Context: an optimization exercise on an open-source flow, tuned for small area, a short achievable clock period and few clock cycles. The choices shown serve that exercise and are no tape-out recipe.
The RTL was checked by simulation tests, not by an equivalence proof against the original design.
Power figures rest on the tool's default switching activity, not on a simulated workload.

<file path="flow/run.sh">
#!/bin/bash
# synth_recipe.tcl (not shown) runs the flow's synth.tcl, then flattens the netlist and writes it again
# the make line also repeats each setting of config.mk as NAME=value (left out here)
make -C /OpenROAD-flow-scripts/flow DESIGN_CONFIG=/design/flow/config.mk WORK_HOME=/design/flow/orfs CLKGATE_MAP_FILE= SYNTH_SCRIPT=/design/flow/synth_recipe.tcl finish
</file>
<file path="flow/config.mk">
export PLATFORM = sky130hd
export DESIGN_NAME = lru_page_replacement
export DESIGN_NICKNAME = lru_page_replacement
export VERILOG_FILES = /design/flow/design.v
export SDC_FILE = /design/flow/constraint.sdc
export NUM_CORES = 4
export LEC_CHECK = 0
export CAP_MARGIN = 20
export CORE_MARGIN = 2
export CORE_UTILIZATION = 40
export SLEW_MARGIN = 20
</file>
<file path="flow/constraint.sdc">
create_clock -name core_clock -period 5.0 [get_ports {clk}]
set_input_delay 1.0000 -clock core_clock [delete_from_list [all_inputs] [get_ports {clk}]]
set_output_delay 1.0000 -clock core_clock [all_outputs]
set_load 0.01 [all_outputs]
</file>
<file path="flow/design.v">
`timescale 1ns / 1ps
package lru_pkg;
  localparam int FRAME_SLOTS_DEF = 16;
  localparam int PAGE_W       = 16;
  localparam int STAMP_W      = 32;
  localparam int FAULT_CNT_W  = 32;
  localparam int FRAME_USED_W = 4;
  localparam int FRAMES_W     = 5;
  localparam logic [FRAMES_W-1:0] FRAMES_RESET = 5'd3;
  localparam int CFG_DATA_W = 32;
  localparam int CFG_ADDR_W = 2;
  localparam logic [CFG_ADDR_W-1:0] ADDR_FRAMES_IN_USE = 2'd0;
  typedef struct packed {
    logic hit;     
    logic empty;   
  } scan_flags_t;
endpackage
`timescale 1ns / 1ps
module lru_ram #(
  parameter int WIDTH = 8,
  parameter int DEPTH = 16
) (
  input  logic                                     clk,
  input  logic                                     wr_en,
  input  logic [((DEPTH > 1) ? $clog2(DEPTH) : 1)-1:0] wr_addr,
  input  logic [WIDTH-1:0]                         wr_data,
  input  logic                                     rd_en,
  input  logic [((DEPTH > 1) ? $clog2(DEPTH) : 1)-1:0] rd_addr,
  output logic [WIDTH-1:0]                         rd_data
);
  logic [WIDTH-1:0] mem [DEPTH];
  logic [WIDTH-1:0] rd_data_r;
  always_ff @(posedge clk) begin
    if (wr_en) begin
      mem[wr_addr] <= wr_data;
    end
  end
  always_ff @(posedge clk) begin
    if (rd_en) begin
      rd_data_r <= mem[rd_addr];
    end
  end
  assign rd_data = rd_data_r;
endmodule
`timescale 1ns / 1ps
module lru_cmp #(
  parameter int FRAME_SLOTS = lru_pkg::FRAME_SLOTS_DEF
) (
  input  logic                                           clk,
  input  logic                                           rst_n,
  input  logic                                           clear,
  input  logic                                           ent_vld,
  input  logic [((FRAME_SLOTS > 1) ? $clog2(FRAME_SLOTS) : 1)-1:0] ent_idx,
  input  logic                                           ent_valid,
  input  logic [lru_pkg::PAGE_W-1:0]                     ent_page,
  input  logic [lru_pkg::STAMP_W-1:0]                    ent_stamp,
  input  logic [lru_pkg::PAGE_W-1:0]                     req_page,
  output lru_pkg::scan_flags_t                           flags,
  output logic [((FRAME_SLOTS > 1) ? $clog2(FRAME_SLOTS) : 1)-1:0] sel_idx,
  output logic [lru_pkg::PAGE_W-1:0]                     old_page
);
  localparam int IDX_W = (FRAME_SLOTS > 1) ? $clog2(FRAME_SLOTS) : 1;
  logic                         hit_r, hit_nxt;
  logic                         empty_r, empty_nxt;
  logic [IDX_W-1:0]             hit_idx_r, hit_idx_nxt;
  logic [IDX_W-1:0]             empty_idx_r, empty_idx_nxt;
  logic [IDX_W-1:0]             old_idx_r, old_idx_nxt;
  logic [lru_pkg::STAMP_W-1:0]  old_stamp_r, old_stamp_nxt;
  logic [lru_pkg::PAGE_W-1:0]   old_page_r, old_page_nxt;
  always_comb begin
    hit_nxt       = hit_r;
    empty_nxt     = empty_r;
    hit_idx_nxt   = hit_idx_r;
    empty_idx_nxt = empty_idx_r;
    old_idx_nxt   = old_idx_r;
    old_stamp_nxt = old_stamp_r;
    old_page_nxt  = old_page_r;
    if (clear) begin
      hit_nxt   = 1'b0;
      empty_nxt = 1'b0;
    end else if (ent_vld) begin
      if (ent_valid && (ent_page == req_page) && !hit_r) begin
        hit_nxt     = 1'b1;
        hit_idx_nxt = ent_idx;
      end
      if (!ent_valid && !empty_r) begin
        empty_nxt     = 1'b1;
        empty_idx_nxt = ent_idx;
      end
      if ((ent_idx == '0) || (ent_stamp < old_stamp_r)) begin
        old_idx_nxt   = ent_idx;
        old_stamp_nxt = ent_stamp;
        old_page_nxt  = ent_page;
      end
    end
  end
  always_ff @(posedge clk) begin
    if (!rst_n) begin
      hit_r   <= 1'b0;
      empty_r <= 1'b0;
    end else begin
      hit_r   <= hit_nxt;
      empty_r <= empty_nxt;
    end
  end
  always_ff @(posedge clk) begin
    hit_idx_r   <= hit_idx_nxt;
    empty_idx_r <= empty_idx_nxt;
    old_idx_r   <= old_idx_nxt;
    old_stamp_r <= old_stamp_nxt;
    old_page_r  <= old_page_nxt;
  end
  always_comb begin
    flags.hit   = hit_r;
    flags.empty = empty_r;
    if (hit_r) begin
      sel_idx = hit_idx_r;
    end else if (empty_r) begin
      sel_idx = empty_idx_r;
    end else begin
      sel_idx = old_idx_r;
    end
  end
  assign old_page = old_page_r;
endmodule
`timescale 1ns / 1ps
module lru_page_replacement #(
  parameter int FRAME_SLOTS = lru_pkg::FRAME_SLOTS_DEF
) (
  input  logic                             clk,
  input  logic                             rst_n,
  input  logic                             in_valid,
  output logic                             in_ready,
  input  logic [lru_pkg::PAGE_W-1:0]       in_page_number,
  output logic                             out_valid,
  input  logic                             out_ready,
  output logic                             out_fault,
  output logic [lru_pkg::FRAME_USED_W-1:0] out_frame_used,
  output logic                             out_evicted_valid,
  output logic [lru_pkg::PAGE_W-1:0]       out_evicted_page,
  output logic [lru_pkg::FAULT_CNT_W-1:0]  out_fault_total,
  input  logic                             cfg_psel,
  input  logic                             cfg_penable,
  input  logic                             cfg_pwrite,
  input  logic [lru_pkg::CFG_ADDR_W-1:0]   cfg_paddr,
  input  logic [lru_pkg::CFG_DATA_W-1:0]   cfg_pwdata,
  output logic [lru_pkg::CFG_DATA_W-1:0]   cfg_prdata,
  output logic                             cfg_pready
);
  localparam int IDX_W   = (FRAME_SLOTS > 1) ? $clog2(FRAME_SLOTS) : 1;
  localparam int CNT_W   = $clog2(FRAME_SLOTS + 1);
  localparam int ENTRY_W = lru_pkg::PAGE_W + lru_pkg::STAMP_W;
  typedef enum logic [2:0] {
    ST_IDLE = 3'b001,
    ST_SCAN = 3'b010,
    ST_UPD  = 3'b100
  } state_t;
  state_t                           state_r, state_nxt;
  logic [lru_pkg::FRAMES_W-1:0]     frames_r;
  logic [FRAME_SLOTS-1:0]           valid_r, valid_nxt;
  logic [lru_pkg::STAMP_W-1:0]      ref_cnt_r, ref_cnt_nxt;
  logic [lru_pkg::FAULT_CNT_W-1:0]  fault_cnt_r, fault_cnt_nxt;
  logic [lru_pkg::PAGE_W-1:0]       page_r;
  logic [CNT_W-1:0]                 iss_r, iss_nxt;
  logic                             ev_vld_r;
  logic [IDX_W-1:0]                 ev_idx_r;
  logic                             out_valid_r, out_valid_nxt;
  logic                             fault_r;
  logic [lru_pkg::FRAME_USED_W-1:0] frame_used_r;
  logic                             ev_valid_r;
  logic [lru_pkg::PAGE_W-1:0]       ev_page_r;
  logic [CNT_W-1:0]                 n_act;
  logic [IDX_W-1:0]                 last_idx;
  logic                             in_acc;
  logic                             issue;
  logic                             commit;
  logic                             cfg_wr;
  logic [ENTRY_W-1:0]               rd_data;
  logic [ENTRY_W-1:0]               wr_data;
  lru_pkg::scan_flags_t             flags;
  logic [IDX_W-1:0]                 sel_idx;
  logic [lru_pkg::PAGE_W-1:0]       old_page;
  always_comb begin
    if (frames_r == '0) begin
      n_act = CNT_W'(1);
    end else if (32'(frames_r) > FRAME_SLOTS) begin
      n_act = CNT_W'(FRAME_SLOTS);
    end else begin
      n_act = CNT_W'(frames_r);
    end
  end
  assign last_idx = IDX_W'(n_act - CNT_W'(1));
  assign cfg_pready = 1'b1;
  assign cfg_wr     = cfg_psel && cfg_penable && cfg_pwrite && cfg_pready
                      && (cfg_paddr == lru_pkg::ADDR_FRAMES_IN_USE);
  assign cfg_prdata = (cfg_paddr == lru_pkg::ADDR_FRAMES_IN_USE)
                      ? lru_pkg::CFG_DATA_W'(frames_r) : '0;
  always_ff @(posedge clk) begin
    if (!rst_n) begin
      frames_r <= lru_pkg::FRAMES_RESET;
    end else if (cfg_wr) begin
      frames_r <= cfg_pwdata[lru_pkg::FRAMES_W-1:0];
    end
  end
  assign in_ready = (state_r == ST_IDLE);
  assign in_acc      = in_valid && (state_r == ST_IDLE);
  assign issue       = (state_r == ST_SCAN) && (iss_r < n_act);
  assign commit      = (state_r == ST_UPD) && (!out_valid_r || out_ready);
  always_comb begin
    state_nxt = state_r;
    iss_nxt   = iss_r;
    unique case (state_r)
      ST_IDLE: begin
        if (in_acc) begin
          state_nxt = ST_SCAN;
          iss_nxt   = '0;
        end
      end
      ST_SCAN: begin
        if (issue) begin
          iss_nxt = iss_r + CNT_W'(1);
        end
        if (ev_vld_r && (ev_idx_r == last_idx)) begin
          state_nxt = ST_UPD;
        end
      end
      ST_UPD: begin
        if (commit) begin
          state_nxt = ST_IDLE;
        end
      end
      default: begin
        state_nxt = ST_IDLE;
      end
    endcase
  end
  always_comb begin
    valid_nxt     = valid_r;
    ref_cnt_nxt   = ref_cnt_r;
    fault_cnt_nxt = fault_cnt_r;
    if (commit) begin
      valid_nxt[sel_idx] = 1'b1;
      ref_cnt_nxt = (ref_cnt_r == '1) ? ref_cnt_r : ref_cnt_r + 1'b1;
      if (!flags.hit) begin
        fault_cnt_nxt = (fault_cnt_r == '1) ? fault_cnt_r : fault_cnt_r + 1'b1;
      end
    end
  end
  always_comb begin
    out_valid_nxt = out_valid_r;
    if (out_ready) begin
      out_valid_nxt = 1'b0;
    end
    if (commit) begin
      out_valid_nxt = 1'b1;
    end
  end
  always_ff @(posedge clk) begin
    if (!rst_n) begin
      state_r     <= ST_IDLE;
      valid_r     <= '0;
      ref_cnt_r   <= '0;
      fault_cnt_r <= '0;
      out_valid_r <= 1'b0;
      ev_vld_r    <= 1'b0;
      iss_r       <= '0;
    end else begin
      state_r     <= state_nxt;
      valid_r     <= valid_nxt;
      ref_cnt_r   <= ref_cnt_nxt;
      fault_cnt_r <= fault_cnt_nxt;
      out_valid_r <= out_valid_nxt;
      ev_vld_r    <= issue;
      iss_r       <= iss_nxt;
    end
  end
  always_ff @(posedge clk) begin
    if (in_acc) begin
      page_r <= in_page_number;
    end
    ev_idx_r <= iss_r[IDX_W-1:0];
    if (commit) begin
      fault_r      <= !flags.hit;
      frame_used_r <= lru_pkg::FRAME_USED_W'(sel_idx);
      ev_valid_r   <= !flags.hit && !flags.empty;
      ev_page_r    <= (!flags.hit && !flags.empty) ? old_page : '0;
    end
  end
  assign out_valid         = out_valid_r;
  assign out_fault         = fault_r;
  assign out_frame_used    = frame_used_r;
  assign out_evicted_valid = ev_valid_r;
  assign out_evicted_page  = ev_page_r;
  assign out_fault_total   = fault_cnt_r;
  assign wr_data = {page_r, ref_cnt_r};
  lru_ram #(
    .WIDTH (ENTRY_W),
    .DEPTH (FRAME_SLOTS)
  ) u_ram (
    .clk     (clk),
    .wr_en   (commit),
    .wr_addr (sel_idx),
    .wr_data (wr_data),
    .rd_en   (issue),
    .rd_addr (iss_r[IDX_W-1:0]),
    .rd_data (rd_data)
  );
  lru_cmp #(
    .FRAME_SLOTS (FRAME_SLOTS)
  ) u_cmp (
    .clk       (clk),
    .rst_n     (rst_n),
    .clear     (in_acc),
    .ent_vld   (ev_vld_r),
    .ent_idx   (ev_idx_r),
    .ent_valid (valid_r[ev_idx_r]),
    .ent_page  (rd_data[ENTRY_W-1:lru_pkg::STAMP_W]),
    .ent_stamp (rd_data[lru_pkg::STAMP_W-1:0]),
    .req_page  (page_r),
    .flags     (flags),
    .sel_idx   (sel_idx),
    .old_page  (old_page)
  );
endmodule
</file>
==> run summary <==
## power by group
part	leakage, µW	internal, µW	switching, µW
sequential	0.00829	9180	52.5
combinational	0.00315	73.3	100
clock	0.00162	4360	3170
## cell usage after synthesis (9+ instances only)
cell type	count	area share, %
nor2_1	37	0.35
or3_1	24	0.38
nand2b_1	18	0.28
clkbuf_1	59	0.56
xnor2_1	14	0.31
nand4_1	34	0.54
edfxtp_1	914	69
mux2i_1	19	0.48
nor3_1	9	0.11
nand2_1	70	0.66
ha_1	44	1.4
xor2_1	12	0.26
inv_1	49	0.46
o21ai_0	32	0.40
and2_1	26	0.41
or4_1	29	0.55
dfxtp_1	101	5.1
a21oi_1	65	0.82
buf_1	14	0.13
buf_2	15	0.19
mux4_2	245	14
nand3_1	27	0.34
buf_4	28	0.53
o31ai_1	34	0.64
nor4_1	14	0.22
## critical path: cells and delay by family (launching register included)
family                 cells  cell delay (ns)
AND/OR/NAND/NOR            3             1.55
AO/OA/AOI/OAI              2             0.84
flip-flops                 1             0.61
buffers and inverters      1             0.20
## through the flow
step	worst slack, ns	instances
2_1_floorplan	0.480	2055
5_1_grt	1.25	3547
6_report	1.37	3547
4_1_cts	1.34	3547
3_5_place_dp	1.11	3357
3_3_place_gp	1.22	3357
## layout make-up
cell class	count	share of cell area, %
Timing Repair Buffer	133	3.34
Inverter	51	0.420
Clock buffer	136	6.11
Sequential cell	1015	64.2
Clock inverter	54	1.12
Tap cell	1287	3.51
Multi-Input combinational cell	871	21.3
## cells by family (layout without fill, tap and decap cells)
group | Yosys count | after routing | synth area share [%]
AO/OA/AOI/OAI | 181 | 181 | 2.91
XOR/XNOR | 26 | 26 | 0.573
adder cells (fa/ha/maj) | 44 | 44 | 1.39
buffers and inverters | 169 | 374 | 1.93
flip-flops | 1015 | 1015 | 74.1
multiplexers | 264 | 264 | 14.4
other | 2 | 28 | 0.0189
AND/OR/NAND/NOR | 328 | 328 | 4.69
## sequential cells by signal, summed over array words and instances, names as in the netlist, 5 cells and up
| name | flops |
|---|---|
| u_ram.mem | 768 |
| u_ram.rd_data_r | 48 |
| fault_cnt_r | 32 |
| ref_cnt_r | 32 |
| u_cmp.old_stamp_r | 32 |
| ev_page_r | 16 |
| page_r | 16 |
| u_cmp.old_page_r | 16 |
| valid_r | 16 |
| frames_r | 5 |
| iss_r | 5 |
## worst max-delay path by stage
stage | from | end | slack [ns] | depth (start not counted)
final | ev_idx_r[1] | u_cmp.old_page_r[2] | 1.37 | 6
after global routing | ev_idx_r[1] | u_cmp.old_page_r[2] | 1.25 | 6
after CTS | ev_idx_r[1] | u_cmp.old_stamp_r[30] | 1.34 | 6
after detailed placement | out_ready | fault_cnt_r[17] | 1.11 | 8
after global placement | out_ready | fault_cnt_r[17] | 1.22 | 8
after floorplan | out_ready | u_ram.mem[0][0] | 0.48 | 6
## layer usage
layer | vias up | global-route usage, % | part of all wire, % | routed length, µm
met4 | 2 | 5.02 | 2.2 | 1900
met5 | - | 0 | 0.015 | 13
met1 | 10398 | 23.1 | 43 | 37400
met3 | 124 | 2.90 | 5.7 | 4970
li1 | 8600 | - | - | -
met2 | 571 | 28.5 | 50 | 43500
==> results.sh <==
export IMPL_status="no timing/DRC/antenna violations"
export IMPL_syn_area_per_cell_um2=19.6
export IMPL_hp_start="u_ram.rd_data_r[0]"
export IMPL_multi_input_area_um2=9770
export IMPL_holdWs_ns=0.442
export IMPL_leakagePower_uw=0.0131
export IMPL_ctsResizeCount=0
export IMPL_hold_end="u_cmp.old_stamp_r[0]"
export IMPL_drc=0
export IMPL_stdcell_area_um2=45900
export IMPL_cp_arrival_ns=3.91
export IMPL_grt_usage_pct=17.1
export IMPL_worstPathCellList="nor4_2 -> buf_4 -> nor4_1 -> nor4b_1 -> a32oi_1 -> o211a_4"
export IMPL_hpwl_um=47100
export IMPL_firstDrtPassIters=9
export IMPL_cp_slowest_cell="nor4b_1"
export IMPL_min_path_cells=0
export IMPL_finalCritPeriodShare_pct=72.7
export IMPL_grt_pass1_wl_um=130000
export IMPL_setup_tns_final_ns=0
export IMPL_layout_commonest_cell="edfxtp_1"
export IMPL_antennaDiodeCount=0
export IMPL_crit_type="register to register"
export IMPL_drt_iter0_markers=1727
export IMPL_clockBufferDepth=3
export IMPL_portBuffers=90
export IMPL_slew_headroom_pct=30.6
export IMPL_required_ns=5.27
export IMPL_yosys_most_used_dff="edfxtp_1"
export IMPL_clkTransAtPathRegs_ns=0.06
export IMPL_worst_clock_skew_ns=0.0288
export IMPL_cts_setup_buffers=0
export IMPL_max_freq_mhz=275
export IMPL_ys_types=66
export IMPL_grt_max_degree=121
export IMPL_async_reset_ff_share_pct=0
export IMPL_cts_tree="yes"
export IMPL_initial_core_util_pct=40.4
export IMPL_syn_to_final_growth_pct=15.5
export IMPL_drive_gt1_share_pct=21.1
export IMPL_slowest_delay_ns=0.82
export IMPL_worstReg2RegStart="ev_idx_r[1]"
export IMPL_dr_total_vias=19695
export IMPL_crit_fanout=52
export IMPL_cts_buffers=104
export IMPL_nFillCells=8097
export IMPL_critPathLaunchType="register"
export IMPL_setup_viol=0
export IMPL_ctsHtreeMaxLevel=3
export IMPL_synth_area_um2=39700
export IMPL_rr_worst_depth=6
export IMPL_grt_pass1_vias=20260
export IMPL_die_area_um2=102000
export IMPL_rows=115
export IMPL_drtAntennaViolNets=0
export IMPL_worst_pin_slew_ns=1.04
export IMPL_overflow=0
export IMPL_clock_latency_ns=0.67
export IMPL_antenna_found_initial=1
export IMPL_vdd_drop_max_v=0.000253
export IMPL_clockRootBuffer="clkbuf_16"
export IMPL_placed_area_um2=42600
export IMPL_reg2reg_to="u_cmp.old_page_r[2]"
export IMPL_seq_area_frac_synth_pct=74.1
export IMPL_coreArea_um2=98400
export IMPL_hold_class="register to register"
export IMPL_clock_sinks=1015
export IMPL_rsz0062_at_grt="no"
export IMPL_synthCells=2029
export IMPL_utilization_pct=46.6
export IMPL_yosysWarnings=3
export IMPL_fin_nets=2277
export IMPL_cts_hold_buf=0
export IMPL_max_cap_viol_count=0
export IMPL_synth_edf_count=914
export IMPL_viasPerCell=5.55
export IMPL_ioPinCount=146
export IMPL_post_drt_wl_per_cell_um=24.7
export IMPL_die_w_um=319
export IMPL_cp_end_kind="register"
export IMPL_drv_slew=0
export IMPL_die_h_um=319
export IMPL_place_gp_congestion=0.807
export IMPL_r2r_setup_slack_ns=1.37
export IMPL_hold_viol_final=0
export IMPL_p_per_area_nw_per_um2=369
export IMPL_layout_common_cells="edfxtp_1 (914), mux4_2 (245), clkbuf_16 (104)"
export IMPL_ys_seq_elements=1015
export IMPL_wirelength_um=87800
export IMPL_seq_area_um2=29500
export IMPL_p_total_uw=16900
export IMPL_fin_crit_ns=3.63
Testbench counts, summed over its fixed seeds: cycles 154,424.

==> re-timing with driven ports <==
The flow's constraints put no driver on any port. The routed layout listed below was extracted and timed again, unchanged, in two steps.
Step 1, drivers: a clkbuf_16 drives clk and a buf_2 each remaining input, both assumed.
Step 2, shift: input delay + t, output delay - t, t = (earliest + latest rising clock arrival at the registers) / 2. This alone moves slack from input paths to output paths.
a / b / c = no drivers / after step 1 / after step 2; a / b = the first two.
t, ns: 0.716
slack for setup (ns): 1.367 / 1.367 / 0.989
hold WS [ns]: 0.442 / 0.442 / 0.442
worst setup path after step 2: input to register
slew at the worst register clock pin (ns): 0.07 / 0.07
After both steps this run still meets setup and hold. The setup slack of this run moves by 0.000 ns with the drivers and by -0.378 ns with both steps.
